Context: an optimization exercise on an open-source flow, tuned for small area, a short achievable clock period and few clock cycles. The choices shown serve that exercise and are no tape-out recipe.
The RTL was checked by simulation tests, not by an equivalence proof against the original design.

### flow/config.mk
export PLATFORM = sky130hd
export DESIGN_NAME = exec_stage_md
export DESIGN_NICKNAME = exec_stage_md
export VERILOG_FILES = /design/flow/design.v
export SDC_FILE = /design/flow/constraint.sdc
export NUM_CORES = 4
export LEC_CHECK = 0
export CAP_MARGIN = 20
export CORE_MARGIN = 2
export CORE_UTILIZATION = 50
export SETUP_SLACK_MARGIN = 1.5
export SLEW_MARGIN = 20
### flow/constraint.sdc
create_clock -name core_clock -period 11.5 [get_ports {clk}]
set_input_delay 2.3000 -clock core_clock [delete_from_list [all_inputs] [get_ports {clk}]]
set_output_delay 2.3000 -clock core_clock [all_outputs]
set_load 0.01 [all_outputs]
### flow/design.v
`default_nettype none
module lzc32 (
    input  wire logic [31:0] x,
    output      logic [5:0]  z
);
    logic [15:0] v1; logic [15:0]      p1;
    logic [7:0]  v2; logic [7:0][1:0]  p2;
    logic [3:0]  v3; logic [3:0][2:0]  p3;
    logic [1:0]  v4; logic [1:0][3:0]  p4;
    always_comb begin
        for (int i = 0; i < 16; i++) begin
            v1[i] = x[2*i+1] | x[2*i];
            p1[i] = ~x[2*i+1];
        end
        for (int i = 0; i < 8; i++) begin
            v2[i] = v1[2*i+1] | v1[2*i];
            p2[i] = v1[2*i+1] ? {1'b0, p1[2*i+1]} : {1'b1, p1[2*i]};
        end
        for (int i = 0; i < 4; i++) begin
            v3[i] = v2[2*i+1] | v2[2*i];
            p3[i] = v2[2*i+1] ? {1'b0, p2[2*i+1]} : {1'b1, p2[2*i]};
        end
        for (int i = 0; i < 2; i++) begin
            v4[i] = v3[2*i+1] | v3[2*i];
            p4[i] = v3[2*i+1] ? {1'b0, p3[2*i+1]} : {1'b1, p3[2*i]};
        end
        if (v4[1])      z = {2'b00, p4[1]};
        else if (v4[0]) z = {2'b01, p4[0]};
        else            z = 6'd32;
    end
endmodule
module bk_add #(parameter int W = 33) (
    input  wire logic [W-1:0] a, b,
    input  wire logic         ci,
    output      logic [W-1:0] s,
    output      logic         co
);
    localparam int L = $clog2(W);
    logic [W-1:0] p, G, P;
    always_comb begin
        p = a ^ b;
        G = a & b;
        P = p;
        G[0] = G[0] | (p[0] & ci);
        for (int l = 0; l < L; l++)
            for (int i = (2 << l) - 1; i < W; i += (2 << l)) begin
                G[i] = G[i] | (P[i] & G[i - (1 << l)]);
                P[i] = P[i] & P[i - (1 << l)];
            end
        for (int l = L - 2; l >= 0; l--)
            for (int i = 3 * (1 << l) - 1; i < W; i += (2 << l)) begin
                G[i] = G[i] | (P[i] & G[i - (1 << l)]);
                P[i] = P[i] & P[i - (1 << l)];
            end
        s  = p ^ {G[W-2:0], ci};
        co = G[W-1];
    end
endmodule
module booth_macc (
    input  wire logic [32:0] m,
    input  wire logic [8:0]  c,
    input  wire logic [32:0] h,
    output      logic [39:0] o
);
    logic [10:0]        cx;
    logic signed [41:0] pp [0:4];
    logic [41:0]        negs;
    always_comb begin
        cx   = {c[8], c, 1'b0};
        negs = '0;
        for (int i = 0; i < 5; i++) begin
            logic b0, b1, b2, one, two, neg;
            logic [33:0] mi;
            b0  = cx[2*i]; b1 = cx[2*i+1]; b2 = cx[2*i+2];
            one = b0 ^ b1;
            two = (b2 & ~b1 & ~b0) | (~b2 & b1 & b0);
            neg = b2 & ~(b1 & b0);
            mi  = one ? {m[32], m} : two ? {m, 1'b0} : 34'd0;
            mi  = neg ? ~mi : mi;
            pp[i] = $signed(42'($signed(mi))) <<< (2*i);
            negs[2*i] = neg;
        end
    end
    logic signed [41:0] s;
    assign s = pp[0] + pp[1] + pp[2] + pp[3] + pp[4] + 42'($signed(h)) + $signed(negs);
    assign o = s[39:0];
endmodule
module ex_alu (
    input  wire logic [4:0]  alu_ctrl,
    input  wire logic        sel_a_pc,
    input  wire logic        sel_b_imm,
    input  wire logic        tgt_rs1,
    input  wire logic [31:0] rd1,
    input  wire logic [31:0] rd2,
    input  wire logic [31:0] pc,
    input  wire logic [31:0] imm,
    input  wire logic [1:0]  fwd_a,
    input  wire logic [1:0]  fwd_b,
    input  wire logic [31:0] result_w,
    input  wire logic [31:0] alu_result_m,
    output      logic [31:0] rs1,
    output      logic [31:0] rs2,
    output      logic [31:0] alu_out,
    output      logic [31:0] pc_tgt
);
    logic [31:0] alu_a, alu_b;
    always_comb begin
        case (fwd_a)
            2'b01:   rs1 = result_w;
            2'b10:   rs1 = alu_result_m;
            default: rs1 = rd1;
        endcase
        case (fwd_b)
            2'b01:   rs2 = result_w;
            2'b10:   rs2 = alu_result_m;
            default: rs2 = rd2;
        endcase
    end
    assign alu_a = sel_a_pc  ? pc  : rs1;
    assign alu_b = sel_b_imm ? imm : rs2;
    logic        do_sub;
    logic [32:0] sum;
    logic        lt_u, lt_s, eq;
    assign do_sub = (alu_ctrl != 5'd0);
    assign sum    = {1'b0, alu_a} + {1'b0, alu_b ^ {32{do_sub}}} + {32'd0, do_sub};
    assign lt_u   = ~sum[32];
    assign lt_s   = (alu_a[31] ^ alu_b[31]) ? alu_a[31] : sum[31];
    assign eq     = (alu_a == alu_b);
    logic        is_sll;
    logic [31:0] sh_in, sh_out, sh_rev;
    logic [4:0]  shamt;
    assign is_sll = (alu_ctrl[2:0] == 3'd2);
    assign shamt  = alu_b[4:0];
    always_comb begin
        for (int i = 0; i < 32; i++) sh_in[i] = is_sll ? alu_a[31-i] : alu_a[i];
    end
    assign sh_out = 32'($signed({alu_ctrl[0] & alu_a[31], sh_in}) >>> shamt);
    always_comb begin
        for (int i = 0; i < 32; i++) sh_rev[i] = sh_out[31-i];
    end
    always_comb begin
        case (alu_ctrl)
            5'd0, 5'd1:   alu_out = sum[31:0];
            5'd2:         alu_out = sh_rev;
            5'd3, 5'd12:  alu_out = {31'd0, lt_s};
            5'd4, 5'd14:  alu_out = {31'd0, lt_u};
            5'd5:         alu_out = alu_a ^ alu_b;
            5'd6, 5'd7:   alu_out = sh_out;
            5'd8:         alu_out = alu_a | alu_b;
            5'd9:         alu_out = alu_a & alu_b;
            5'd10:        alu_out = {31'd0, eq};
            5'd11:        alu_out = {31'd0, ~eq};
            5'd13:        alu_out = {31'd0, ~lt_s};
            5'd15:        alu_out = {31'd0, ~lt_u};
            5'd16:        alu_out = alu_b;
            default:      alu_out = 32'd0;
        endcase
    end
    logic [31:0] tgt_sum;
    assign tgt_sum = (tgt_rs1 ? rs1 : pc) + imm;
    assign pc_tgt  = {tgt_sum[31:1], tgt_sum[0] & ~tgt_rs1};
endmodule
module exec_stage_md (
    input  wire logic        clk,
    input  wire logic        rst_n,
    input  wire logic        in_valid,
    output      logic        in_ready,
    input  wire logic        flush,
    input  wire logic        md_en,
    input  wire logic [2:0]  md_op,
    input  wire logic [4:0]  alu_ctrl,
    input  wire logic        jump,
    input  wire logic        branch,
    input  wire logic        sel_a_pc,
    input  wire logic        sel_b_imm,
    input  wire logic        tgt_rs1,
    input  wire logic [31:0] rd1,
    input  wire logic [31:0] rd2,
    input  wire logic [31:0] pc,
    input  wire logic [31:0] imm,
    input  wire logic [1:0]  fwd_a,
    input  wire logic [1:0]  fwd_b,
    input  wire logic [31:0] result_w,
    input  wire logic [31:0] alu_result_m,
    output      logic        out_valid,
    input  wire logic        out_ready,
    output      logic [31:0] result,
    output      logic [31:0] write_data,
    output      logic [31:0] pc_target,
    output      logic        redirect,
    output      logic        stall_o
);
    logic [31:0] rs1, rs2, alu_out, pc_tgt;
    ex_alu u_alu (
        .alu_ctrl(alu_ctrl), .sel_a_pc(sel_a_pc), .sel_b_imm(sel_b_imm), .tgt_rs1(tgt_rs1),
        .rd1(rd1), .rd2(rd2), .pc(pc), .imm(imm), .fwd_a(fwd_a), .fwd_b(fwd_b),
        .result_w(result_w), .alu_result_m(alu_result_m),
        .rs1(rs1), .rs2(rs2), .alu_out(alu_out), .pc_tgt(pc_tgt)
    );
    typedef enum logic [1:0] {
        S_IDLE = 2'd0,
        S_MUL  = 2'd1,
        S_DIV  = 2'd2,
        S_DONE = 2'd3
    } state_t;
    state_t      state_q, state_d;
    logic [2:0]  op_q;
    logic [3:0]  cnt_q;
    logic [1:0]  jm1_q;
    logic [31:0] B_q, H_q, BL_q;
    logic        bneg_q, neg_q_q, neg_r_q;
    logic [31:0] pct_q;
    logic live, is_idle;
    assign live    = rst_n & ~flush;
    assign is_idle = (state_q == S_IDLE);
    logic [2:0]  mop;
    logic        ma_sgn, mb_sgn;
    assign mop    = is_idle ? md_op : op_q;
    assign ma_sgn = (mop[1:0] == 2'd1) | (mop[1:0] == 2'd2);
    assign mb_sgn = (mop[1:0] == 2'd1);
    logic       in_ma_sgn;
    logic [1:0] in_jm1;
    logic       ext8, ext16, ext24;
    assign in_ma_sgn = (md_op[1:0] == 2'd1) | (md_op[1:0] == 2'd2);
    assign ext8  = (rs1[31:8]  == 24'd0);
    assign ext16 = (rs1[31:16] == {16{in_ma_sgn & rs1[15]}});
    assign ext24 = (rs1[31:24] == {8{in_ma_sgn & rs1[23]}});
    assign in_jm1 = ext8 ? 2'd0 : ext16 ? 2'd1 : ext24 ? 2'd2 : 2'd3;
    logic               m_last;
    logic [31:0]        m_b_src, m_h_src;
    logic [7:0]         m_c_src;
    logic [32:0] m_b, m_h;
    logic [8:0]  m_c;
    logic [39:0] m_sum;
    assign m_last  = ~is_idle & (cnt_q[1:0] == jm1_q);
    assign m_b_src = is_idle ? rs2      : B_q;
    assign m_c_src = is_idle ? rs1[7:0] : BL_q[7:0];
    assign m_h_src = is_idle ? 32'd0    : H_q;
    assign m_b     = {mb_sgn & m_b_src[31], m_b_src};
    assign m_h     = {mb_sgn & m_h_src[31], m_h_src};
    assign m_c     = {ma_sgn & m_last & m_c_src[7], m_c_src};
    booth_macc u_macc (.m(m_b), .c(m_c), .h(m_h), .o(m_sum));
    logic        d_sgn, a_neg, b_neg, d_zero, q_zero;
    logic [31:0] a_mag, a_x, b_x;
    logic [5:0]  za_x, za, zb;
    logic [6:0]  s_raw;
    logic [5:0]  s_amt;
    logic [63:0] n_sh;
    assign d_sgn  = ~md_op[0];
    assign a_neg  = d_sgn & rs1[31];
    assign b_neg  = d_sgn & rs2[31];
    assign a_mag  = a_neg ? -rs1 : rs1;
    assign a_x    = rs1 ^ {32{a_neg}};
    assign b_x    = rs2 ^ {32{b_neg}};
    assign d_zero = (rs2 == 32'd0);
    lzc32 u_lza (.x(a_x), .z(za_x));
    lzc32 u_lzb (.x(b_x), .z(zb));
    assign za     = za_x - {5'd0, a_neg};
    assign q_zero = (zb < za);
    assign s_raw  = 7'd31 + {1'b0, za} - {1'b0, zb};
    assign s_amt  = (q_zero | d_zero) ? 6'd32 : (s_raw[6] ? 6'd0 : {s_raw[5:1], 1'b0});
    assign n_sh   = {32'd0, a_mag} << s_amt;
    logic [32:0] dv;
    logic [33:0] t1, t2;
    logic        q1, q2;
    logic [31:0] r1, r2;
    assign dv = {1'b1, B_q ^ {32{~bneg_q}}};
    bk_add #(33) u_t1 (.a({H_q, BL_q[31]}), .b(dv), .ci(~bneg_q), .s(t1[32:0]), .co(t1[33]));
    assign q1 = t1[33];
    assign r1 = q1 ? t1[31:0] : {H_q[30:0], BL_q[31]};
    bk_add #(33) u_t2 (.a({r1, BL_q[30]}), .b(dv), .ci(~bneg_q), .s(t2[32:0]), .co(t2[33]));
    assign q2 = t2[33];
    assign r2 = q2 ? t2[31:0] : {r1[30:0], BL_q[30]};
    logic accept;
    assign accept = is_idle & in_valid & md_en;
    always_comb begin
        state_d = state_q;
        case (state_q)
            S_IDLE: if (in_valid && md_en)
                        state_d = md_op[2] ? ((q_zero || d_zero) ? S_DONE : S_DIV)
                                           : ((in_jm1 == 2'd0) ? S_DONE : S_MUL);
            S_MUL:  if (m_last) state_d = S_DONE;
            S_DIV:  if (cnt_q == 4'd0) state_d = S_DONE;
            S_DONE: if (out_ready) state_d = S_IDLE;
            default: state_d = S_IDLE;
        endcase
        if (flush) state_d = S_IDLE;
    end
    always_ff @(posedge clk or negedge rst_n) begin
        if (!rst_n) state_q <= S_IDLE;
        else        state_q <= state_d;
    end
    always_ff @(posedge clk) begin
        case (state_q)
            S_IDLE: if (in_valid && md_en) begin
                op_q   <= md_op;
                B_q    <= rs2;
                pct_q  <= pc_tgt;
                if (md_op[2]) begin
                    H_q     <= n_sh[63:32];
                    BL_q    <= n_sh[31:0] | {32{d_zero}};
                    cnt_q   <= ~s_amt[4:1];
                    jm1_q   <= 2'd3;
                    bneg_q  <= b_neg;
                    neg_q_q <= (a_neg ^ b_neg) & ~d_zero;
                    neg_r_q <= a_neg;
                end else begin
                    H_q   <= m_sum[39:8];
                    BL_q  <= {m_sum[7:0], rs1[31:8]};
                    cnt_q <= 4'd1;
                    jm1_q <= in_jm1;
                end
            end
            S_MUL: begin
                H_q   <= m_sum[39:8];
                BL_q  <= {m_sum[7:0], BL_q[31:8]};
                cnt_q <= cnt_q + 4'd1;
            end
            S_DIV: begin
                H_q   <= r2;
                BL_q  <= {BL_q[29:0], q1, q2};
                cnt_q <= cnt_q - 4'd1;
            end
            default: ;
        endcase
    end
    logic        is_div, sel_hi, neg_res, p_ext;
    logic [2:0]  k;
    logic [95:0] v;
    logic [31:0] md_raw, md_res;
    assign is_div  = op_q[2];
    assign sel_hi  = is_div ? op_q[1] : (op_q[1:0] != 2'd0);
    assign neg_res = is_div & (op_q[1] ? neg_r_q : neg_q_q);
    assign p_ext   = ~is_div & H_q[31]
                   & ((op_q[1:0] == 2'd1) | ((op_q[1:0] == 2'd2) & (jm1_q != 2'd0)));
    assign k       = {sel_hi, ~jm1_q};
    assign v       = {{32{p_ext}}, H_q, BL_q};
    assign md_raw  = v[{k, 3'b000} +: 32];
    assign md_res  = (md_raw ^ {32{neg_res}}) + {31'd0, neg_res};
    logic is_done;
    assign is_done = (state_q == S_DONE);
    assign in_ready   = is_idle;
    assign out_valid  = live & (is_idle ? (in_valid & ~md_en) : is_done);
    assign redirect   = live & is_idle & in_valid & ~md_en & (jump | (branch & alu_out[0]));
    assign stall_o    = live & ~is_idle & ~(is_done & out_ready);
    assign result     = is_idle ? alu_out : md_res;
    assign write_data = is_idle ? rs2     : B_q;
    assign pc_target  = is_idle ? pc_tgt  : pct_q;
endmodule
`default_nettype wire
### flow/flow/run.sh
#!/bin/bash
# Standard layout, except that the port buffers are buf_2 cells rather
# than the delay-buffer cells buffer_ports picks by default.
set -euo pipefail
export BUFFER_PORTS_ARGS="-buffer_cell sky130_fd_sc_hd__buf_2"
bash standard.sh > standard_flow.log 2>&1
### flow/standard.sh
#!/bin/bash
# synth_recipe.tcl (not shown) runs the flow's synth.tcl, then flattens the netlist and writes it again
# the make line also repeats each setting of config.mk as NAME=value (left out here)
make -C /OpenROAD-flow-scripts/flow DESIGN_CONFIG=/design/flow/config.mk WORK_HOME=/design/flow/orfs CLKGATE_MAP_FILE= SYNTH_SCRIPT=/design/flow/synth_recipe.tcl "${@:-finish}"
==> results of run 1 <==
==> per-layer routing <==
| metal | up-vias | wire [um] | share of wire |
|---|---|---|---|
| li1 | 18500 | - | - |
| met1 | 20600 | 75700 | 0.38 |
| met2 | 3394 | 79700 | 0.40 |
| met3 | 709 | 28200 | 0.14 |
| met4 | 6 | 13900 | 0.070 |
| met5 | - | 33 | 0.00017 |
==> logic make-up (layout without fill, tap and decap cells) <==
family                   Yosys count  in the layout  synth area share
flip-flops                       142            142             0.112
multiplexers                     333            333             0.109
AND/OR/NAND/NOR                 1351           1351             0.166
AO/OA/AOI/OAI                   1551           1551             0.268
buffers and inverters            636            953            0.0665
adder cells (fa/ha/maj)          471            471             0.189
other                              1             14         0.0000987
XOR/XNOR                         389            389            0.0897
==> cells in the final DEF, fill, tap and decap left out, types with 148 or more instances in the layout <==
master	instances
nand2_1	419
xnor2_1	286
mux2i_1	148
ha_1	289
a21oi_1	407
buf_4	265
buf_2	314
o21ai_0	296
inv_1	308
nor3_1	152
fa_1	173
nor2_1	375
==> registers in the layout, indices dropped and copies added (netlist names) <==
register,flops
bneg_q,1
B_q,32
neg_r_q,1
BL_q,32
neg_q_q,1
pct_q,32
state_q,2
cnt_q,4
op_q,3
jm1_q,2
H_q,32
==> timing repair <==
action	4_1_cts	5_1_grt
endpoints found under the hold margin	0	0
buffers inserted	2	27
gates resized for setup	34	77
cloned	0	3
pin swaps	3	9
setup endpoints to repair	22	73
==> layout make-up <==
cell class / instances / share of cell area
diodes: 13 / 0.000756
inverters: 321 / 0.0282
clock buffers: 17 / 0.00988
clock inverters: 15 / 0.00453
flip-flops and latches: 142 / 0.0988
well taps: 978 / 0.0284
repair buffers: 599 / 0.0901
multi-input cells: 4096 / 0.739
repair inverters: 1 / 0.000116
==> per-stage QoR <==
| step | worst slack (ns) | instances | hold slack [ns] | area (um2) |
|---|---|---|---|---|
| final | 1.46 | 6182 | 0.632 | 43100 |
| after global routing | 1.44 | 6179 | 0.681 | 43000 |
| after CTS | 1.47 | 6139 | 0.622 | 42400 |
| after detailed placement | 0.564 | 6105 | 0.602 | 41600 |
| after global placement | 0.534 | 6105 | 0.597 | 41600 |
| after floorplan | 1.50 | 4874 | 0.542 | 38000 |
==> worst min path at each step <==
stage                     startpoint    endpoint  cells after the start
after floorplan           state_q[1]  state_q[1]                      2
after global placement    state_q[1]  state_q[1]                      2
after detailed placement  state_q[0]  state_q[0]                      2
after CTS                 state_q[0]  state_q[0]                      2
after global routing      state_q[0]  state_q[0]                      2
final                     state_q[0]  state_q[0]                      2
==> worst min-delay path, cell delays in order (launching register included) <==
cell and delay, ns:
dfrtp_1 0.40, mux2i_1 0.11, nor2_1 0.09
==> summary.md, run 1 <==
| Metric | Value |
|---|---|
| Status | timing/DRC/antenna clean |
| Largest net degree at the start of global routing | 69 |
| CP Depth | 20 |
| EDFF count, synth | 140 |
| Starting Density | 0.503 |
| Post-synthesis instance total | 4874 |
| Post-route ant nets | 0 |
| CTS tree | done |
| RSZ-0062 raised after global routing | true |
| Cell taking the most area after synthesis | edfxtp_1 |
| Iter 0 DRT Violations | 7142 |
| Final Max Tran Viols | 0 |
| Vias per inst | 6.99 |
| Hpwl dp | roughly 160 mm |
| M3 GR Usage | 0.159 |
| Finished Core Util | 0.570 |
| Critical-path cell list | buf_2 > inv_1 > ha_4 > clkbuf_16 > a221oi_1 > nor2_1 > mux2_2 > ha_1 > nand4_1 > a21oi_1 > nand3_1 > nor3_1 > nor3_1 > a311oi_1 > nor2_1 > o211a_1 > a31o_2 > xnor2_1 > mux2_2 > buf_2 |
| CP endpoint kind | primary output |
| Max_cap viols | 0 |
| GRT busiest layer | met2 |
| Area occupied by multi-input gates | ~32000 um2 |
| Crit Reg-Reg Endpoint | H_q[12] |
| Synth Flop Type | edfxtp_1 |
| Endpoints failing setup | 0 |
| Layout area overhead | 13.3% |
| Post-Route WL | 198 mm |
| Max Freq | 99.6 MHz |
| Post-synth ARST share | 0.0141 |
| Final worst path period need | 10.04 ns |
| Die Ht | 280 um |
| Clock root cell | clkbuf_16 |
| Hold Buf Count CTS | 0 |
| Grt total ovfl | 0 |
| Clock Tree Buf Depth | 2 |
| Fill cells | 7278 |
| Share of the synthesized area in the top cell type | 0.111 |
| First-pass GRT wire length | ~280 mm |
| Number of global-route vias before repair | 39400 |
| Antenna violations before repair | 18 |
| Critical path arrival | 7.74 ns |
| TritonRoute pass-1 iters | 12 |
| Count leader, synth | a21oi_1 |
| WP data required | 9.20 ns |
| Worst-skew pair later-pin latency | 0.49 ns |
| Syn avg cell area | 7.80 um2 |
| Die Wd | 280 um |
| Synthesized area | 38000 um2 |
| Worst Setup EP | pc_target[31] |
| Critical setup path kind | in -> out |
| YS warnings | 6 |
| Actual slew at the worst max-slew pin | 1.16 ns |
| Worst flop-to-flop path startpoint | bneg_q |
| Hold crit path type | reg -> reg |
| Cell Rows | 101 |
| Share of cells above drive strength 1 | 0.190 |
| Sequential fraction of the synthesis area | 0.112 |
| Period utilization | 0.873 |
| Core area | 75600 um2 |
| Synth top cells by count | 423 x a21oi_1, 421 x nand2_1, 382 x nor2_1 |
| WP buf/inv | 4 |
| Nets@finish | 5864 |
| CTS sink cnt | 142 |
| Nets in the synthesized netlist | 5560 |
| H-tree depth | 4 |
| Distinct cells, synth | 105 |
| Hold Vio Cnt, Final | 0 |
| Via count | 43200 |
| Register-to-Register Setup Slack | 2.29 ns |
| Routed length per instance | 32.0 um |
| Sequential Area | between 4000 and 5000 um2 |
| Startpoint types | primary input |
| Drc violations | 0 |
| GP Congestion | 1.10 |
| #FFs+latches synth | about 140 |
| IO Port Bufs | 314 |
| Gr usage total | 0.488 |
| Crit path max-delay family | compound AO/OA/AOI/OAI gates |
| Ports | approximately 320 |
| Worst setup startpoint | fwd_a[0] |
| Max-slew headroom | 0.219 |
| CTS clk-pin slew, worst paths | roughly 0.080 ns |
| Met2 Use GR | 0.696 |
| Fin Clk Skew | 0.0215 ns |
| Synth area leaders | edfxtp_1 11%, ha_1 9.8%, fa_1 9.1% |
| Die area | 78200 um2 |
| Total CTS buffers | 17 |
| CP max-delay cell | a221oi_1 |
| Critical path fanouts, max | 31 |
| Met1 Resource Use GR | 0.646 |
| Final setup TNS | 0 ns |
| Worst Reg2Reg Path Length in Cells | 25 |
| Slowest cell delay on critical path | 0.74 ns |
Testbench counts, summed over its fixed seeds: cycles 7,835.
==> run 2: changes to the inputs <==
--- a/flow/config.mk
+++ b/flow/config.mk
@@ -7,6 +7,6 @@
 export LEC_CHECK = 0
 export CAP_MARGIN = 20
 export CORE_MARGIN = 2
-export CORE_UTILIZATION = 50
+export CORE_UTILIZATION = 65
 export SETUP_SLACK_MARGIN = 1.5
 export SLEW_MARGIN = 20
==> run 2 against run 1 <==
Register-to-register slack got worse by 0.54 ns. Routed wire length down 5.5%. Cell area decreased by 1.9%. Sequential cell count did not move. Hold slack lost 0.018 ns. Sequential share of layout area up 0.19 points. Core utilization is 16 points higher. Count of clock-buffer cells in the layout stayed put. Critical endpoint is now redirect.
==> summary.md, run 2 <==
| Metric | Value |
|---|---|
| TritonRoute pass-1 iters | 17 (+5) |
| Actual slew at the worst max-slew pin | 1.33 ns (+0.171 ns) |
| GP Congestion | 1.21 (+9.4%) |
| EDFF count, synth | 140 (unchanged) |
| Hold Buf Count CTS | 0 (unchanged) |
| CTS tree | done |
| Die area | 60400 um2 (-23%) |
| H-tree depth | 4 (unchanged) |
| Drc violations | 0 (unchanged) |
| Syn avg cell area | 7.80 um2 (unchanged) |
| Synth area leaders | edfxtp_1 11%, ha_1 9.8%, fa_1 9.1% |
| Via count | 44700 (+3.4%) |
| Most frequent cells in the layout | 420 x nand2_1, 410 x a21oi_1, 373 x nor2_1 |
| Critical path arrival | 7.83 ns (+0.09 ns) |
| CTS sink cnt | 142 (unchanged) |
| Endpoints failing setup | 0 (unchanged) |
| Cell taking the most area after synthesis | edfxtp_1 |
| Die Wd | 246 um (-12%) |
| RSZ-0062 raised after global routing | true |
| Distinct cells, synth | 105 (unchanged) |
| Routed length per instance | 31.7 um (-0.95%) |
| Period utilization | 0.881 (+0.00763) |
| Count leader, synth | a21oi_1 |
| Ports | 315 (unchanged) |
| Post-route ant nets | 0 (unchanged) |
| Cell Rows | 88 (-13%) |
| Clock root cell | clkbuf_16 |
| Post-synth ARST share | 0.0141 (unchanged) |
| Nets in the synthesized netlist | 5560 (unchanged) |
| Core area | 57700 um2 (-24%) |
| Commonest non-fill, non-tap cell in the layout | nand2_1 |
| Max_cap viols | 0 (unchanged) |
| Startpoint types | primary input |
| Hold_ws | 0.614 ns (-0.0181 ns) |
| Die Ht | 246 um (-12%) |
| Status | timing/DRC/antenna clean |
| WP data required | 9.20 ns (about the same) |
| Hpwl dp | 146 mm (-8.3%) |
| Max-slew headroom | 0.102 (-0.117) |
| Fill cells | 4627 (-36%) |
| Gr usage total | 0.593 (+0.106) |
| Nets@finish | 5793 (-1.2%) |
| Share of the synthesized area in the top cell type | 0.111 (unchanged) |
| Max Freq | 98.7 MHz (-0.87%) |
| Largest net degree at the start of global routing | 71 (+2.9%) |
| First-pass GRT wire length | 265 mm (-4.7%) |
| Final setup TNS | 0 ns (unchanged) |
| Synthesized area | 38000 um2 (unchanged) |
| IO Port Bufs | 314 (unchanged) |
| Hold crit path type | reg -> reg |
| Worst flop-to-flop path startpoint | bneg_q |
| Number of global-route vias before repair | 40400 (+2.7%) |
| Worst setup startpoint | fwd_a[0] |
| CTS clk-pin slew, worst paths | 0.07 ns (about the same) |
| Grt total ovfl | 0 (unchanged) |
| Iter 0 DRT Violations | 10000 (+41%) |
| Clock Tree Buf Depth | 2 (unchanged) |
| Post-synthesis instance total | 4874 (unchanged) |
| Share of cells above drive strength 1 | 0.180 (-0.00987) |
| Total CTS buffers | 17 (unchanged) |
| Fin Clk Skew | 0.0136 ns (-0.00785 ns) |
| Post-Route WL | 187 mm (-5.5%) |
| Final worst path period need | 10.13 ns (+0.0877 ns) |
| #FFs+latches synth | 142 (unchanged) |
| Starting Density | 0.659 (+0.156) |
| HP Start | state_q[0] |
| Critical setup path kind | in -> out |
| Hold Vio Cnt, Final | 0 (unchanged) |
| YS warnings | 6 (unchanged) |
| Layout area overhead | 11.2% |
| Vias per inst | 7.58 (+8.5%) |
| Worst-skew pair later-pin latency | 0.46 ns (-0.03 ns) |
| Sequential fraction of the synthesis area | 0.112 (unchanged) |
| Antenna violations before repair | 17 (-1) |
| Final Max Tran Viols | 0 (unchanged) |
| CP endpoint kind | primary output |
| Synth top cells by count | 423 x a21oi_1, 421 x nand2_1, 382 x nor2_1 |
| Synth Flop Type | edfxtp_1 |
| Critical path fanouts, max | 47 (+52%) |
run 2: cell counts after synthesis:
No cell type changed its count.
run 2: logic make-up (layout without fill, tap and decap cells):
logic type / Yosys count / after routing / synth area share
AO/OA/AOI/OAI: 1551 / 1552 / 0.268
AND/OR/NAND/NOR: 1351 / 1351 / 0.166
buffers and inverters: 636 / 881 / 0.0665
multiplexers: 333 / 333 / 0.109
adder cells (fa/ha/maj): 471 / 471 / 0.189
flip-flops: 142 / 142 / 0.112
other: 1 / 11 / 0.0000987
XOR/XNOR: 389 / 389 / 0.0897
run 2: worst max-delay path, cell delays in order:
cell	delay [ns]
buf_2	0.14
inv_1	0.09
ha_4	0.27
buf_12	0.18
a221oi_1	0.73
or2_2	0.36
o21ai_0	0.39
ha_1	0.50
nor4_1	0.64
nand4_1	0.15
nor2_1	0.28
xnor2_1	0.16
nor4b_1	0.08
a211oi_1	0.24
nand3_1	0.12
a221o_1	0.33
a211oi_2	0.35
nor2b_4	0.16
o21a_1	0.20
buf_2	0.13
run 2: what timing repair did:
item	in CTS	in global routing
gates resized for setup	31	82
pin swaps	3	9
buffers inserted	1	37
setup endpoints to repair	26	73
gates cloned	1	0
run 2: area by class of cell:
class	count	area [um2]	share of cell area
multi-input combinational	4097	31900	0.754
sequential	142	4250	0.101
timing repair buffer	528	3290	0.0779
inverter	321	1210	0.0287
tap	765	957	0.0227
clock buffer	17	425	0.0101
clock inverter	15	211	0.00501
antenna	10	25.0	0.000592
run 2: stage by stage:
| step | setup WS, ns | instances | instance area (um2) | utilization |
|---|---|---|---|---|
| final | 1.37 | 5895 | 42200 | 0.732 |
| after global routing | 1.30 | 5890 | 42200 | 0.732 |
| after CTS | 1.41 | 5848 | 41500 | 0.720 |
| after detailed placement | 0.480 | 5814 | 40700 | 0.706 |
| after global placement | 0.689 | 5814 | 40700 | 0.706 |
| after floorplan | 1.50 | 4874 | 38000 | - |
run 2: metal layers:
layer	track usage	routed length, um	vias up
met5	0.0106	392	-
met4	0.397	17000	22
met3	0.301	36700	1277
met2	0.793	69700	4598
met1	0.737	62800	20500
li1	-	-	18300
run 2: worst paths after layout:
path	to	slack [ns]	depth (start not counted)
max	redirect	1.37	20
max reg2reg	H_q[12]	1.75	28
min reg2reg	state_q[0]	0.61	2
max in group asynchronous	state_q[0]	9.78	1
min in group asynchronous	state_q[1]	1.62	1
min	state_q[0]	0.61	2
==> run 3: changes to the inputs <==
--- a/flow/config.mk
+++ b/flow/config.mk
@@ -7,6 +7,6 @@
 export LEC_CHECK = 0
 export CAP_MARGIN = 20
 export CORE_MARGIN = 2
-export CORE_UTILIZATION = 65
-export SETUP_SLACK_MARGIN = 1.5
+export CORE_UTILIZATION = 50
+export SETUP_SLACK_MARGIN = 2.0
 export SLEW_MARGIN = 20
==> run 3 against run 2 <==
Critical path depth up 2. Clock skew is 0.0045 ns higher. Critical path type unchanged. Highest routed layer unchanged.
==> summary.md, run 3 <==
| Metric | Value |
|---|---|
| Distinct cells, synth | 105 (unchanged) |
| Synth Flop Type | edfxtp_1 |
| Hpwl dp | 159 mm (+9.0%) |
| YS warnings | 6 (unchanged) |
| Clock Tree Buf Depth | 2 (unchanged) |
| H-tree depth | 4 (unchanged) |
| IO Port Bufs | 314 (unchanged) |
| Finished Core Util | 0.594 (-0.139) |
| Hold depth | 2 (unchanged) |
| Hold_ws | 0.627 ns (+0.0131 ns) |
| Synth area leaders | edfxtp_1 11%, ha_1 9.8%, fa_1 9.1% |
| Iter 0 DRT Violations | 7621 (-24%) |
| Actual slew at the worst max-slew pin | 1.14 ns (-0.198 ns) |
| Most frequent cells in the layout | 419 x nand2_1, 403 x a21oi_1, 366 x nor2_1 |
| Hold Vio Cnt, Final | 0 (unchanged) |
| Critical setup path kind | in -> out |
| TritonRoute pass-1 iters | 10 (-7) |
| Number of global-route vias before repair | 40000 (-1.1%) |
| Starting Density | 0.503 (-0.156) |
| Period utilization | 0.827 (-0.0539) |
| #FFs+latches synth | 142 (unchanged) |
| Ports | 315 (unchanged) |
| Max Freq | 105 MHz (+6.5%) |
| Count leader, synth | a21oi_1 |
| Total CTS buffers | 17 (unchanged) |
| Commonest non-fill, non-tap cell in the layout | nand2_1 |
| Crit Reg-Reg Endpoint | H_q[12] |
| Critical path fanouts, max | 14 (-70%) |
| Final worst path period need | 9.51 ns (-0.619 ns) |
| Post-Route WL | 202 mm (+8.1%) |
| Vias per inst | 7.00 (-7.7%) |
| Fin Clk Skew | 0.0181 ns (+0.00446 ns) |
| CTS clk-pin slew, worst paths | 0.08 ns (about the same) |
| Synth top cells by count | 423 x a21oi_1, 421 x nand2_1, 382 x nor2_1 |
| CTS tree | done |
| Gr usage total | 0.494 (-0.0990) |
| Die Ht | 280 um (+14%) |
| Startpoint types | primary input |
| Post-synthesis instance total | 4874 (unchanged) |
| Sequential fraction of the synthesis area | 0.112 (unchanged) |
| RSZ-0062 raised after global routing | true |
| Share of the synthesized area in the top cell type | 0.111 (unchanged) |
| Critical path arrival | 7.21 ns (-0.62 ns) |
| Final Max Tran Viols | 0 (unchanged) |
| Die Wd | 280 um (+14%) |
| Largest net degree at the start of global routing | 76 (+7.0%) |
| CP endpoint kind | primary output |
| Max-slew headroom | 0.237 (+0.135) |
| EDFF count, synth | 140 (unchanged) |
| Core area | 75600 um2 (+31%) |
| Layout area overhead | 18.1% |
| Via count | 43900 (-1.7%) |
| Share of cells above drive strength 1 | 0.225 (+0.0445) |
| Syn avg cell area | 7.80 um2 (unchanged) |
| Nets@finish | 5959 (+2.9%) |
| Max_cap viols | 0 (unchanged) |
| Die area | 78200 um2 (+29%) |
| HP Start | state_q[1] |
| CTS sink cnt | 142 (unchanged) |
| Final setup TNS | 0 ns (unchanged) |
| Routed length per instance | 32.1 um (+1.5%) |
| Post-synth ARST share | 0.0141 (unchanged) |
| Post-route ant nets | 0 (unchanged) |
| Drc violations | 0 (unchanged) |
| Synthesized area | 38000 um2 (unchanged) |
| Antenna violations before repair | 16 (-1) |
| Endpoints failing setup | 0 (unchanged) |
| Hold crit path type | reg -> reg |
| Hold Buf Count CTS | 0 (unchanged) |
| Worst flop-to-flop path startpoint | bneg_q |
| Register-to-Register Setup Slack | 2.45 ns (+0.70 ns) |
| Cell Rows | 101 (+15%) |
| Grt total ovfl | 0 (unchanged) |
| Status | timing/DRC/antenna clean |
| Worst-skew pair later-pin latency | 0.49 ns (+0.03 ns) |
| WP data required | 9.20 ns (about the same) |
| Cell taking the most area after synthesis | edfxtp_1 |
| First-pass GRT wire length | 282 mm (+6.3%) |
| Worst Reg2Reg Path Length in Cells | 28 (unchanged) |
| Worst-case hold path end point | state_q[1] |
| Nets in the synthesized netlist | 5560 (unchanged) |
| GP Congestion | 1.10 (-8.7%) |
| Clock root cell | clkbuf_16 |
==> run 3: cells by family after synthesis <==
logic type,share of synthesized area
compound gates,0.268
simple gates,0.166
buf+inv,0.0665
fa+ha+maj,0.189
xor+xnor,0.0897
mux,0.109
flops,0.112
other cells,0.0000987
==> run 3: cell type report <==
type	count	area, um2
repair buffers	693	4870
fillers	7066	30700
clock inverters	15	166
multi-input cells	4098	32700
diodes	13	32.5
flip-flops and latches	142	4250
well taps	978	1220
clock buffers	17	425
inverters	321	1220
==> run 3: how the worst max path moves through the flow <==
stage | start | to | cells past startpoint
final | fwd_b[0] | redirect | 22
after global routing | fwd_b[0] | redirect | 22
after CTS | fwd_b[0] | result[30] | 24
after detailed placement | fwd_a[1] | H_q[27] | 31
after global placement | fwd_a[1] | H_q[27] | 31
after floorplan | fwd_a[0] | H_q[27] | 32
==> run 3: repair_timing <==
item | 4_1_cts | 5_1_grt
pin swaps | 12 | 79
endpoints found under the setup margin | 83 | 78
gates cloned | 2 | 5
resized for setup | 94 | 197
buffers inserted | 31 | 96
==> run 3: metrics by stage <==
| step | instances | instance area, um2 | setup WS, ns |
|---|---|---|---|
| floorplan | 4874 | 38300 | 1.98 |
| CTS | 6163 | 43000 | 1.91 |
| detailed placement | 6098 | 41700 | 0.676 |
| finish | 6277 | 44900 | 1.99 |
| global route | 6274 | 44800 | 1.94 |
| global placement | 6098 | 41700 | 0.833 |
==> run 3: layer usage <==
| metal | GRT usage | part of all wire | routed length [um] | up-vias |
|---|---|---|---|---|
| met5 | 0 | 0.00013 | 27 | - |
| met4 | 0.278 | 0.073 | 14800 | 4 |
| met3 | 0.169 | 0.15 | 30100 | 809 |
| met2 | 0.706 | 0.40 | 80700 | 3642 |
| met1 | 0.649 | 0.38 | 76100 | 20800 |
| li1 | - | - | - | 18700 |
==> run 3: worst max-delay path: stages <==
cell and delay [ns]:
buf_4 0.11, inv_2 0.05, ha_4 0.32, buf_6 0.21, a221oi_1 0.73, or2_2 0.45, o21ai_0 0.15, buf_4 0.19
ha_1 0.33, nor4_1 0.26, nand4_1 0.12, nor2_1 0.28, xnor2_1 0.16, nor4b_1 0.08, a211oi_1 0.26, nand3_1 0.13
a221o_1 0.31, a211oi_2 0.16, buf_4 0.18, nor2b_4 0.09, o21a_1 0.18, buf_2 0.13
==> run 4: changes to the inputs <==
--- a/flow/design.v
+++ b/flow/design.v
@@ -208,7 +208,8 @@
     logic [3:0]  cnt_q;
     logic [1:0]  jm1_q;
     logic [31:0] B_q, H_q, BL_q;
-    logic        bneg_q, neg_q_q, neg_r_q;
+    logic        bneg_q, neg_q_q, neg_r_q, swap_q, norm_q;
+    logic [4:0]  s_q;
     logic [31:0] pct_q;
     logic live, is_idle;
     assign live    = rst_n & ~flush;
@@ -240,12 +241,13 @@
     assign m_h     = {mb_sgn & m_h_src[31], m_h_src};
     assign m_c     = {ma_sgn & m_last & m_c_src[7], m_c_src};
     booth_macc u_macc (.m(m_b), .c(m_c), .h(m_h), .o(m_sum));
-    logic        d_sgn, a_neg, b_neg, d_zero, q_zero;
+    logic        d_sgn, a_neg, b_neg, d_zero, q_zero, b_one, d_fast;
     logic [31:0] a_mag, a_x, b_x;
     logic [5:0]  za_x, za, zb;
     logic [6:0]  s_raw;
     logic [5:0]  s_amt;
     logic [63:0] n_sh;
+    logic [31:0] h_in, bl_in;
     assign d_sgn  = ~md_op[0];
     assign a_neg  = d_sgn & rs1[31];
     assign b_neg  = d_sgn & rs2[31];
@@ -253,31 +255,35 @@
     assign a_x    = rs1 ^ {32{a_neg}};
     assign b_x    = rs2 ^ {32{b_neg}};
     assign d_zero = (rs2 == 32'd0);
+    assign b_one  = (rs2 == 32'd1) | (d_sgn & (rs2 == 32'hFFFF_FFFF));
+    assign d_fast = q_zero | d_zero | b_one;
     lzc32 u_lza (.x(a_x), .z(za_x));
     lzc32 u_lzb (.x(b_x), .z(zb));
     assign za     = za_x - {5'd0, a_neg};
     assign q_zero = (zb < za);
     assign s_raw  = 7'd31 + {1'b0, za} - {1'b0, zb};
-    assign s_amt  = (q_zero | d_zero) ? 6'd32 : (s_raw[6] ? 6'd0 : {s_raw[5:1], 1'b0});
-    assign n_sh   = {32'd0, a_mag} << s_amt;
+    assign s_amt  = d_fast ? 6'd32 : (s_raw[6] ? 6'd0 : {s_raw[5:1], 1'b0});
+    assign n_sh   = {32'd0, H_q} << s_q;
+    assign h_in   = norm_q ? n_sh[63:32] : H_q;
+    assign bl_in  = norm_q ? n_sh[31:0]  : BL_q;
     logic [32:0] dv;
     logic [33:0] t1, t2;
     logic        q1, q2;
     logic [31:0] r1, r2;
     assign dv = {1'b1, B_q ^ {32{~bneg_q}}};
-    bk_add #(33) u_t1 (.a({H_q, BL_q[31]}), .b(dv), .ci(~bneg_q), .s(t1[32:0]), .co(t1[33]));
+    bk_add #(33) u_t1 (.a({h_in, bl_in[31]}), .b(dv), .ci(~bneg_q), .s(t1[32:0]), .co(t1[33]));
     assign q1 = t1[33];
-    assign r1 = q1 ? t1[31:0] : {H_q[30:0], BL_q[31]};
-    bk_add #(33) u_t2 (.a({r1, BL_q[30]}), .b(dv), .ci(~bneg_q), .s(t2[32:0]), .co(t2[33]));
+    assign r1 = q1 ? t1[31:0] : {h_in[30:0], bl_in[31]};
+    bk_add #(33) u_t2 (.a({r1, bl_in[30]}), .b(dv), .ci(~bneg_q), .s(t2[32:0]), .co(t2[33]));
     assign q2 = t2[33];
-    assign r2 = q2 ? t2[31:0] : {r1[30:0], BL_q[30]};
+    assign r2 = q2 ? t2[31:0] : {r1[30:0], bl_in[30]};
     logic accept;
     assign accept = is_idle & in_valid & md_en;
     always_comb begin
         state_d = state_q;
         case (state_q)
             S_IDLE: if (in_valid && md_en)
-                        state_d = md_op[2] ? ((q_zero || d_zero) ? S_DONE : S_DIV)
+                        state_d = md_op[2] ? (d_fast ? S_DONE : S_DIV)
                                            : ((in_jm1 == 2'd0) ? S_DONE : S_MUL);
             S_MUL:  if (m_last) state_d = S_DONE;
             S_DIV:  if (cnt_q == 4'd0) state_d = S_DONE;
@@ -297,13 +303,16 @@
                 B_q    <= rs2;
                 pct_q  <= pc_tgt;
                 if (md_op[2]) begin
-                    H_q     <= n_sh[63:32];
-                    BL_q    <= n_sh[31:0] | {32{d_zero}};
+                    H_q     <= a_mag;
+                    BL_q    <= {32{d_zero}};
+                    s_q     <= s_amt[4:0];
+                    norm_q  <= 1'b1;
                     cnt_q   <= ~s_amt[4:1];
                     jm1_q   <= 2'd3;
                     bneg_q  <= b_neg;
                     neg_q_q <= (a_neg ^ b_neg) & ~d_zero;
                     neg_r_q <= a_neg;
+                    swap_q  <= b_one;
                 end else begin
                     H_q   <= m_sum[39:8];
                     BL_q  <= {m_sum[7:0], rs1[31:8]};
@@ -317,9 +326,10 @@
                 cnt_q <= cnt_q + 4'd1;
             end
             S_DIV: begin
-                H_q   <= r2;
-                BL_q  <= {BL_q[29:0], q1, q2};
-                cnt_q <= cnt_q - 4'd1;
+                H_q    <= r2;
+                BL_q   <= {bl_in[29:0], q1, q2};
+                cnt_q  <= cnt_q - 4'd1;
+                norm_q <= 1'b0;
             end
             default: ;
         endcase
@@ -329,7 +339,7 @@
     logic [95:0] v;
     logic [31:0] md_raw, md_res;
     assign is_div  = op_q[2];
-    assign sel_hi  = is_div ? op_q[1] : (op_q[1:0] != 2'd0);
+    assign sel_hi  = is_div ? (op_q[1] ^ swap_q) : (op_q[1:0] != 2'd0);
     assign neg_res = is_div & (op_q[1] ? neg_r_q : neg_q_q);
     assign p_ext   = ~is_div & H_q[31]
                    & ((op_q[1:0] == 2'd1) | ((op_q[1:0] == 2'd2) & (jm1_q != 2'd0)));
--- a/flow/config.mk
+++ b/flow/config.mk
@@ -10,3 +10,4 @@
 export CORE_UTILIZATION = 50
 export SETUP_SLACK_MARGIN = 2.0
 export SLEW_MARGIN = 20
+export TNS_END_PERCENT = 0
==> run 4 against run 3 <==
Cell area shrank 5.5%. Largest cell class unchanged. Register-to-register slack lost 0.08 ns. Sequential cell count grew 6. Count of clock-buffer cells in the layout grew 1. Critical path type unchanged. Critical path depth shrank 3. Die area grew 0.82%.
==> summary.md, run 4 <==
| Metric | Value |
|---|---|
| Status | timing/DRC/antenna clean |
| CP endpoint kind | primary output |
| Final WS setup | 1.96 ns (-0.0328 ns) |
| CTS sink cnt | 148 (+4.2%) |
| Sequential fraction of the synthesis area | 0.116 (+0.00378) |
| Post-Route WL | 186 mm (-7.7%) |
| First-pass GRT wire length | 264 mm (-6.4%) |
| Largest net degree at the start of global routing | 77 (+1.3%) |
| CTS clk-pin slew, worst paths | 0.07 ns (about the same) |
| H-tree depth | 4 (unchanged) |
| Distinct cells, synth | 99 (-5.7%) |
| Startpoint types | primary input |
| Iter 0 DRT Violations | 6432 (-16%) |
| Syn avg cell area | 7.64 um2 (-2.0%) |
| CP max-delay cell | o21ai_0 |
| Grt total ovfl | 0 (unchanged) |
| Critical-path cell list | buf_2 > inv_1 > ha_4 > buf_4 > a221o_1 > o21ai_1 > buf_4 > o21ai_0 > ha_1 > o21ai_0 > nand2b_1 > a311oi_2 > mux2i_1 > a311o_1 > a311oi_4 > mux2i_1 > nor2_1 > a21oi_1 > buf_2 |
| Ports | 315 (unchanged) |
| EDFF count, synth | 146 (+4.3%) |
| Synth area leaders | edfxtp_1 11%, ha_1 9.8%, fa_1 9.0% |
| Synth Flop Type | edfxtp_1 |
| Nets@finish | 5883 (-1.3%) |
| WP data required | 9.20 ns (about the same) |
| Via count | 42200 (-4.0%) |
| CTS tree | done |
| Max_cap viols | 0 (unchanged) |
| Final Max Tran Viols | 0 (unchanged) |
| Post-route ant nets | 0 (unchanged) |
| Count leader, synth | nand2_1 |
| Period utilization | 0.830 (+0.00285) |
| Vias per inst | 6.76 (-3.4%) |
| Core area | 75900 um2 (+0.50%) |
| Post-synthesis instance total | 5017 (+2.9%) |
| Post-synth ARST share | 0.0135 (-0.000571) |
| Final setup TNS | 0 ns (unchanged) |
| Die area | 78900 um2 (+0.82%) |
| Share of cells above drive strength 1 | 0.153 (-0.0715) |
| Cell taking the most area after synthesis | edfxtp_1 |
| Starting Density | 0.504 (+0.00166) |
| Drc violations | 0 (unchanged) |
| Critical path fanouts, max | 18 (+4) |
| Commonest non-fill, non-tap cell in the layout | nand2_1 |
| Max Freq | 105 MHz (-0.34%) |
| Critical path arrival | 7.24 ns (+0.03 ns) |
| Slowest cell delay on critical path | 0.70 ns (-0.03 ns) |
| Max-slew headroom | 0.249 (+0.0117) |
| Synth top cells by count | 457 x nand2_1, 430 x a21oi_1, 430 x inv_1 |
| #FFs+latches synth | 148 (+4.2%) |
| Finished Core Util | 0.558 (-0.0352) |
| GP Congestion | 1.05 (-4.3%) |
| Gr usage total | 0.457 (-0.0370) |
| Synthesized area | 38300 um2 (+0.83%) |
| Die Wd | 281 um (+0.41%) |
| Cell Rows | 101 (unchanged) |
| Hpwl dp | 148 mm (-7.0%) |
| DP Worst Slack | 0.837 ns (+0.161 ns) |
| Share of the synthesized area in the top cell type | 0.114 (+0.00379) |
| Hold Vio Cnt, Final | 0 (unchanged) |
| Endpoints failing setup | 0 (unchanged) |
| Clock Tree Buf Depth | 2 (unchanged) |
| Clock root cell | clkbuf_16 |
| Actual slew at the worst max-slew pin | 1.12 ns (-0.0182 ns) |
| IO Port Bufs | 314 (unchanged) |
| YS warnings | 6 (unchanged) |
| Worst-skew pair later-pin latency | 0.52 ns (+0.03 ns) |
| Hold crit path type | reg -> reg |
| Number of global-route vias before repair | 38800 (-3.0%) |
| Die Ht | 281 um (+0.41%) |
| Total CTS buffers | 17 (unchanged) |
| Hold_ws | 0.569 ns (-0.0578 ns) |
| Antenna violations before repair | 5 (-11) |
| TritonRoute pass-1 iters | 8 (-2) |
| Fin Clk Skew | 0.0294 ns (+0.0113 ns) |
| Routed length per instance | 29.9 um (-7.1%) |
| Nets in the synthesized netlist | 5705 (+2.6%) |
| RSZ-0062 raised after global routing | true |
| Layout area overhead | 10.7% |
| Most frequent cells in the layout | 452 x nand2_1, 429 x inv_1, 425 x a21oi_1 |
| Critical setup path kind | in -> out |
| Final worst path period need | 9.54 ns (+0.0328 ns) |
==> run 4: changes by cell type after synthesis, sizes merged, moves of 39 or more <==
cell / change
mux2i: +40
o21ai: +70
inv: +120
xor2: -39
a221oi: -64
o22ai: -43
a22oi: +50
==> run 4: stage by stage <==
stage               std cells  cell area [um2]
finish                   6239            42400
global route             6237            42400
CTS                      6205            41800
detailed placement       6166            41100
global placement         6166            41100
floorplan                5017            38400
==> run 4: logic make-up (layout without fill, tap and decap cells) <==
kind of cell / Yosys count / in the layout / share of synthesized area
fa+ha+maj: 473 / 473 / 0.188
compound gates: 1581 / 1581 / 0.265
other cells: 1 / 3 / 0.0000979
buf+inv: 774 / 964 / 0.0777
simple gates: 1323 / 1323 / 0.159
xor+xnor: 383 / 383 / 0.0876
flops: 148 / 148 / 0.116
mux: 334 / 334 / 0.106
==> run 4: worst max-delay path: cells and delay by family <==
kind            cells  cell delay, ns
simple gates        2            0.23
buf+inv             5            0.82
mux                 2            0.59
compound gates      8            2.43
fa+ha+maj           2            0.84
==> run 4: worst paths after layout <==
kind / startpoint / end / slack, ns / cells after the start
max: fwd_a[0] / result[0] / 1.96 / 19
min reg2reg: state_q[1] / state_q[1] / 0.57 / 2
max in group asynchronous: rst_n / state_q[1] / 9.69 / 1
min: state_q[1] / state_q[1] / 0.57 / 2
max reg2reg: s_q[1] / H_q[12] / 2.37 / 37
min in group asynchronous: rst_n / state_q[0] / 1.64 / 1
==> run 4: what timing repair did <==
item,4_1_cts,5_1_grt
endpoints found under the setup margin,43,50
pin swaps,2,17
buffers inserted,8,32
hold buffers,0,0
gates resized for setup,45,84
==> run 4: layout make-up <==
type	instances	area (um2)
fillers	7464	33500
multi-input cells	4095	31400
flip-flops and latches	148	4430
repair buffers	495	3050
inverters	438	1650
well taps	1030	1290
clock buffers	18	429
clock inverters	13	123
diodes	2	5.00
==> run 4: per-layer routing <==
| metal | GRT usage | share of wire | routed length (um) |
|---|---|---|---|
| met4 | 0.320 | 0.085 | 15800 |
| met1 | 0.571 | 0.37 | 69700 |
| met2 | 0.694 | 0.42 | 79100 |
| met5 | 0.00563 | 0.00055 | 103 |
| met3 | 0.109 | 0.12 | 21700 |
Testbench counts of run 4, summed over its fixed seeds: cycles 7,586.
==> run 5: changes to the inputs <==
--- a/flow/config.mk
+++ b/flow/config.mk
@@ -5,6 +5,7 @@
 export SDC_FILE = /design/flow/constraint.sdc
 export NUM_CORES = 4
 export LEC_CHECK = 0
+export ABC_AREA = 1
 export CAP_MARGIN = 20
 export CORE_MARGIN = 2
 export CORE_UTILIZATION = 50
==> run 5 against run 4 <==
Sequential share of layout area is 0.084 points higher. Routed wire length grew 3.9%. Fmax up 1.1%. Sequential cell count did not move.
==> summary.md, run 5 <==
| Metric | Value |
|---|---|
| Die Ht | 282 um (+0.56%) |
| Crit path max-delay family | compound AO/OA/AOI/OAI gates |
| GRT busiest layer | met2 |
| Critical setup path kind | in -> out |
| Synth area leaders | nand2_1 15%, edfxtp_1 11%, o21ai_0 9.9% |
| Actual slew at the worst max-slew pin | 1.22 ns (+0.102 ns) |
| Crit path top cell by count | o21ai_0 |
| #FFs+latches synth | 148 (unchanged) |
| H-tree depth | 4 (unchanged) |
| Synthesized area | 38700 um2 (+1.1%) |
| Max Freq | 106 MHz (+1.1%) |
| Layout area overhead | 8.57% |
| CTS tree | done |
| Antenna violations before repair | 8 (+3) |
| CP endpoint kind | primary output |
| Status | timing/DRC/antenna clean |
| Hold Vio Cnt, Final | 0 (unchanged) |
| Max-slew headroom | 0.179 (-0.0697) |
| Gr usage total | 0.474 (+0.0167) |
| Hold Buf Count CTS | 0 (unchanged) |
| Count leader, synth | nand2_1 |
| Clock root cell | clkbuf_16 |
| IO Port Bufs | 314 (unchanged) |
| Commonest non-fill, non-tap cell in the layout | nand2_1 |
| Worst-skew pair later-pin latency | 0.52 ns (about the same) |
| Placed Area | 41200 um2 (+0.36%) |
| Post-route ant nets | 0 (unchanged) |
| Die Wd | 282 um (+0.56%) |
| Period utilization | 0.821 (-0.00899) |
| CP max-delay cell | o21ai_2 |
| Nets in the synthesized netlist | 6912 (+21%) |
| Endpoints failing setup | 0 (unchanged) |
| Hpwl dp | 156 mm (+5.6%) |
| Max_cap viols | 0 (unchanged) |
| Vias per inst | 6.23 (-7.8%) |
| Critical path arrival | 7.14 ns (-0.10 ns) |
| Post-synthesis instance total | 6224 (+24%) |
| Slowest cell delay on critical path | 0.68 ns (-0.02 ns) |
| Ports | 315 (unchanged) |
| Clock Tree Buf Depth | 2 (unchanged) |
| Critical path fanouts, max | 42 (+24) |
| Critical-path cell list | buf_2 > inv_1 > ha_1 > bufinv_16 > buf_6 > o21ai_2 > o21ai_0 > ha_1 > a21oi_1 > o21ai_0 > a21oi_1 > o21ai_0 > a21boi_0 > o21bai_1 > a21oi_1 > o21ai_0 > xnor2_1 > nand2_1 > nand2_1 > buf_2 |
| Via count | 46300 (+9.8%) |
| CTS sink cnt | 148 (unchanged) |
| Core area | 77100 um2 (+1.5%) |
| Total CTS buffers | 17 (unchanged) |
| Die area | 79700 um2 (+1.1%) |
| YS warnings | 6 (unchanged) |
| Finished Core Util | 0.546 (-0.0126) |
| Most frequent cells in the layout | 1509 x nand2_1, 770 x inv_1, 754 x o21ai_0 |
| Final Max Tran Viols | 0 (unchanged) |
| Number of global-route vias before repair | 42500 (+9.6%) |
| Largest net degree at the start of global routing | 96 (+25%) |
| Cell Rows | 102 (+0.99%) |
| M3 GR Usage | 0.113 (+0.00400) |
| Post-Route WL | 194 mm (+3.9%) |
| Iter 0 DRT Violations | 6609 (+2.8%) |
| Final setup TNS | 0 ns (unchanged) |
| GP Congestion | 1.08 (+2.5%) |
| Nets@finish | 7063 (+20%) |
| Synth top cells by count | 1513 x nand2_1, 774 x inv_1, 766 x o21ai_0 |
| Hold crit path type | reg -> reg |
| Share of cells above drive strength 1 | 0.100 (-0.0530) |
| Routed length per instance | 26.0 um (-13%) |
| First-pass GRT wire length | 277 mm (+5.0%) |
| Met1 Resource Use GR | 0.582 (+0.0111) |
| Fin Clk Skew | 0.0286 ns (-0.000785 ns) |
| Share of the synthesized area in the top cell type | 0.147 (+0.0321) |
| Sequential fraction of the synthesis area | 0.114 (-0.00130) |
| Drc violations | 0 (unchanged) |
| Startpoint types | primary input |
| Final Cell Area | 42100 um2 (-0.80%) |
| Cell taking the most area after synthesis | nand2_1 |
| Syn avg cell area | 6.23 um2 (-18%) |
| Met2 Use GR | 0.712 (+0.0178) |
| Final worst path period need | 9.44 ns (-0.103 ns) |
| WP buf/inv | 5 (unchanged) |
| Starting Density | 0.503 (-0.00176) |
| EDFF count, synth | 146 (unchanged) |
| Distinct cells, synth | 74 (-25%) |
| Fill cells | 8128 (+8.9%) |
| RSZ-0062 raised after global routing | true |
| WP data required | 9.20 ns (about the same) |
| TritonRoute pass-1 iters | 10 (+2) |
| CTS clk-pin slew, worst paths | 0.06 ns (about the same) |
| Grt total ovfl | 0 (unchanged) |
| Synth Flop Type | edfxtp_1 |
| Post-synth ARST share | 0.0135 (unchanged) |
[run 5: final timing paths]
check                            from       endpoint  slack [ns]  cells after the start
setup reg to reg           state_q[0]        H_q[31]        2.51                     35
min in group asynchronous       rst_n     state_q[1]        1.61                      1
max in group asynchronous       rst_n     state_q[0]        9.73                      1
setup / recovery             fwd_a[0]  pc_target[31]        2.06                     20
hold / removal             state_q[0]     state_q[0]        0.59                      2
hold reg to reg            state_q[0]     state_q[0]        0.59                      2
[run 5: cell families after synthesis]
family          share of synthesized area
flops                               0.114
mux                               0.00284
fa+ha+maj                           0.186
other cells                     0.0000968
xor+xnor                           0.0750
buf+inv                             0.112
simple gates                        0.292
compound gates                      0.218
[run 5: worst min-delay path: cells and delay by family, from the launching register on]
kind	cells	cell delay [ns]
AND/OR/NAND/NOR	2	0.16
flip-flops	1	0.40
[run 5: metrics by stage]
step	setup slack, ns	hold WS [ns]	std cells
global route	1.86	0.629	7428
floorplan	2.65	0.529	6224
global placement	1.40	0.572	7379
detailed placement	1.38	0.575	7379
finish	2.06	0.594	7433
CTS	1.97	0.589	7410
[run 5: layout make-up]
class	instances	area [um2]	share of cell area
clock buffers	17	425	0.0101
clock inverters	14	150	0.00357
repair inverters	1	5.00	0.000119
diodes	6	15.0	0.000357
multi-input cells	4965	30100	0.716
repair buffers	435	2510	0.0598
well taps	1040	1300	0.0309
flip-flops and latches	148	4430	0.105
inverters	807	3080	0.0733
[run 5: timing repair]
| item | in CTS | in global routing |
|---|---|---|
| pin swaps | 0 | 5 |
| endpoints found under the setup margin | 28 | 70 |
| setup buffers | 0 | 14 |
| cloned | 0 | 2 |
| gates resized for setup | 8 | 40 |
[run 5: metal layers]
layer / vias to the layer above / part of all wire
met4: 6 / 0.096
li1: 21000 / -
met3: 685 / 0.12
met5: - / 0.00023
met2: 3085 / 0.42
met1: 21500 / 0.37
==> run 6: changes to the inputs <==
--- a/flow/config.mk
+++ b/flow/config.mk
@@ -5,10 +5,10 @@
 export SDC_FILE = /design/flow/constraint.sdc
 export NUM_CORES = 4
 export LEC_CHECK = 0
-export ABC_AREA = 1
 export CAP_MARGIN = 20
 export CORE_MARGIN = 2
 export CORE_UTILIZATION = 50
+export GPL_TIMING_DRIVEN = 0
 export SETUP_SLACK_MARGIN = 2.0
 export SLEW_MARGIN = 20
 export TNS_END_PERCENT = 0
==> run 6 against run 5 <==
Hold slack got worse by 0.018 ns. Non-clock buffer count rose by 271. First-iteration DRC count rose by 15%. Critical endpoint is now H_q[24]. Via count fell by 2.6%. Sequential share of layout area fell by 0.40 points. Synthesized cell count fell by 19%. Fmax fell by 3.7%. Critical path depth rose by 13.
==> summary.md, run 6 <==
| Metric | Value |
|---|---|
| Finished Core Util | 0.576 (+0.0301) |
| Cell Rows | 101 (-0.98%) |
| CTS sink cnt | 148 (unchanged) |
| Post-Route WL | 208 mm (+7.4%) |
| Antenna violations before repair | 7 (-1) |
| Distinct cells, synth | 99 (+34%) |
| Inst Count DP | 6365 (-14%) |
| Clock Tree Buf Depth | 2 (unchanged) |
| Most frequent cells in the layout | 454 x nand2_1, 423 x inv_1, 417 x a21oi_1 |
| Post-synth ARST share | 0.0135 (unchanged) |
| EDFF count, synth | 146 (unchanged) |
| Share of cells above drive strength 1 | 0.164 (+0.0640) |
| Hold depth | 2 (unchanged) |
| Hold crit path type | reg -> reg |
| Critical setup path kind | in -> reg |
| Synth top cells by count | 457 x nand2_1, 430 x a21oi_1, 430 x inv_1 |
| Final Cell Area | 43700 um2 (+4.0%) |
| Count leader, synth | nand2_1 |
| Final worst path period need | 9.81 ns (+0.364 ns) |
| Hpwl dp | 168 mm (+7.3%) |
| Worst Reg2Reg Path Length in Cells | 34 (-2.9%) |
| CTS tree | done |
| Core area | 75900 um2 (-1.5%) |
| Die Ht | 281 um (-0.56%) |
| CTS clk-pin slew, worst paths | 0.08 ns (+0.02 ns) |
| YS warnings | 6 (unchanged) |
| Share of the synthesized area in the top cell type | 0.114 (-0.0321) |
| Grt total ovfl | 0 (unchanged) |
| CP endpoint kind | flop |
| Critical path fanouts, max | 9 (-79%) |
| Die Wd | 281 um (-0.56%) |
| RSZ-0062 raised after global routing | true |
| Gr usage total | 0.514 (+0.0402) |
| Synth Flop Type | edfxtp_1 |
| Register-to-Register Setup Slack | 1.91 ns (-0.60 ns) |
| Max-slew headroom | 0.141 (-0.0376) |
| Post-Layout Cell Count | 6459 (-13%) |
| Worst-case hold path end point | state_q[1] |
| Endpoints failing setup | 0 (unchanged) |
| GP Congestion | 1.12 (+3.6%) |
| Clock root cell | clkbuf_16 |
| Routed length per instance | 32.2 um (+24%) |
| Post-route ant nets | 0 (unchanged) |
| Final Max Tran Viols | 0 (unchanged) |
| CP max-delay cell | a21boi_2 |
| Max_cap viols | 0 (unchanged) |
| Nets@finish | 6094 (-14%) |
| Period utilization | 0.853 (+0.0317) |
| Cell taking the most area after synthesis | edfxtp_1 |
| Drc violations | 0 (unchanged) |
| IO Port Bufs | 311 (-0.96%) |
| #FFs+latches synth | 148 (unchanged) |
| Die area | 78900 um2 (-1.1%) |
| Largest net degree at the start of global routing | 41 (-57%) |
| Fin Clk Skew | 0.0285 ns (-0.000120 ns) |
| Post-synthesis instance total | 5017 (-19%) |
| Max Freq | 102 MHz (-3.7%) |
| Crit Reg-Reg Endpoint | H_q[24] |
| First-pass GRT wire length | 293 mm (+5.9%) |
| Synthesized area | 38300 um2 (-1.1%) |
| Iter 0 DRT Violations | 7570 (+15%) |
| Actual slew at the worst max-slew pin | 1.29 ns (+0.0693 ns) |
| Ports | 315 (unchanged) |
| Nets in the synthesized netlist | 5705 (-17%) |
| Slowest cell delay on critical path | 0.65 ns (-0.03 ns) |
| Total CTS buffers | 17 (unchanged) |
| Status | timing/DRC/antenna clean |
| Number of global-route vias before repair | 42200 (-0.72%) |
## run 6: changes by cell type in the layout (fill, tap and decap cells not counted), moves of 169 or more
cell	delta
xor2_1	-203
nand2_1	-1055
nand3_1	-456
mux2i_1	+169
xnor2_1	+253
inv_1	-347
o21ai_0	-443
## run 6: layout make-up
cell class / count / area (um2)
Multi-Input combinational cell: 4095 / 31800
Sequential cell: 148 / 4430
Antenna cell: 10 / 25.0
Fill cell: 7350 / 32200
Timing Repair Buffer: 370 / 2130
Clock inverter: 13 / 101
Buffer: 336 / 1830
Inverter: 438 / 1650
Tap cell: 1030 / 1290
Clock buffer: 19 / 433
## run 6: metrics by stage
step / setup WS (ns) / setup TNS, ns / hold WS [ns]
after floorplan: 1.95 / 0 / 0.532
after global placement: -1.76 / -28.23 / 0.559
after detailed placement: -1.42 / -18.31 / 0.565
after CTS: 1.81 / 0 / 0.573
after global routing: 1.70 / 0 / 0.604
final: 1.69 / 0 / 0.575
## run 6: routing by layer
metal | wire [um] | track usage
met1 | 73500 | 0.627
met5 | 11 | 0
met4 | 21300 | 0.411
met2 | 84400 | 0.754
met3 | 28600 | 0.150
## run 6: worst max-delay path, delay by kind of cell
family                   cells  cell delay (ns)
AO/OA/AOI/OAI                8             2.25
XOR/XNOR                     2             0.50
adder cells (fa/ha/maj)      7             2.29
buffers and inverters       11             1.49
multiplexers                 1             0.54
AND/OR/NAND/NOR              4             0.58
## run 6: worst max-delay path by stage
stage	from	endpoint	slack, ns	depth (start not counted)
detailed placement	state_q[0]	H_q[28]	-1.42	34
floorplan	fwd_a[0]	H_q[28]	1.95	34
finish	fwd_b[0]	H_q[24]	1.69	33
CTS	fwd_a[0]	result[26]	1.81	21
global route	fwd_a[0]	H_q[24]	1.70	35
global placement	state_q[0]	H_q[28]	-1.76	34
## run 6: logic make-up after synthesis
logic type | share of synthesized area
other | 0.0000979
adders and majority gates | 0.188
AOI/OAI and AO/OA | 0.265
muxes | 0.106
and+or+nand+nor | 0.159
DFF | 0.116
xor gates and xnor gates | 0.0876
buffers and inverters | 0.0777
## run 6: repair_timing
| action | CTS | global route |
|---|---|---|
| buffers inserted | 42 | 10 |
| gates cloned | 0 | 0 |
| resized for setup | 311 | 192 |
| pin swaps | 26 | 17 |
| hold buffers | 0 | 0 |
| setup endpoints to repair | 87 | 74 |

-- what the ideal ports hide --
No port has a modelled driver above. Below, the same layouts with a new extraction and two added sets of constraints. Step 1 (the two cells are an assumption about what drives the block):
set clk [get_ports {clk}]
set_driving_cell -lib_cell sky130_fd_sc_hd__clkbuf_16 $clk
set_driving_cell -lib_cell sky130_fd_sc_hd__buf_2 [delete_from_list [all_inputs] $clk]
Step 2 adds t to the input delays and takes it off the output delays; t is the mean of the earliest and latest rising clock arrival at the registers after step 1. Input paths then give back, and output paths get back, about the clock's delay inside the block. Three values: no drivers, after step 1, after step 2; two values: the first two.
run | shift t [ns] | setup slack, ns | worst hold slack (ns) | clock arrival spread, ns
run 1 | 0.542 | 1.456 / 1.433 / 1.120 | 0.632 / 0.632 / 0.632 | 0.023 / 0.023
run 2 | 0.514 | 1.369 / 1.343 / 0.990 | 0.614 / 0.614 / 0.614 | 0.014 / 0.013
run 3 | 0.539 | 1.988 / 1.965 / 1.573 | 0.627 / 0.627 / 0.627 | 0.020 / 0.020
run 4 | 0.581 | 1.955 / 1.931 / 1.633 | 0.569 / 0.569 / 0.569 | 0.036 / 0.036
run 5 | 0.585 | 2.059 / 2.035 / 1.658 | 0.594 / 0.594 / 0.594 | 0.029 / 0.029
run 6 | 0.583 | 1.694 / 1.743 / 1.159 | 0.575 / 0.575 / 0.575 | 0.029 / 0.029
After both steps setup and hold are still met in every run listed. For run 6, which loses most, drivers alone change the setup slack by +0.049 ns; drivers and shift together by -0.535 ns.
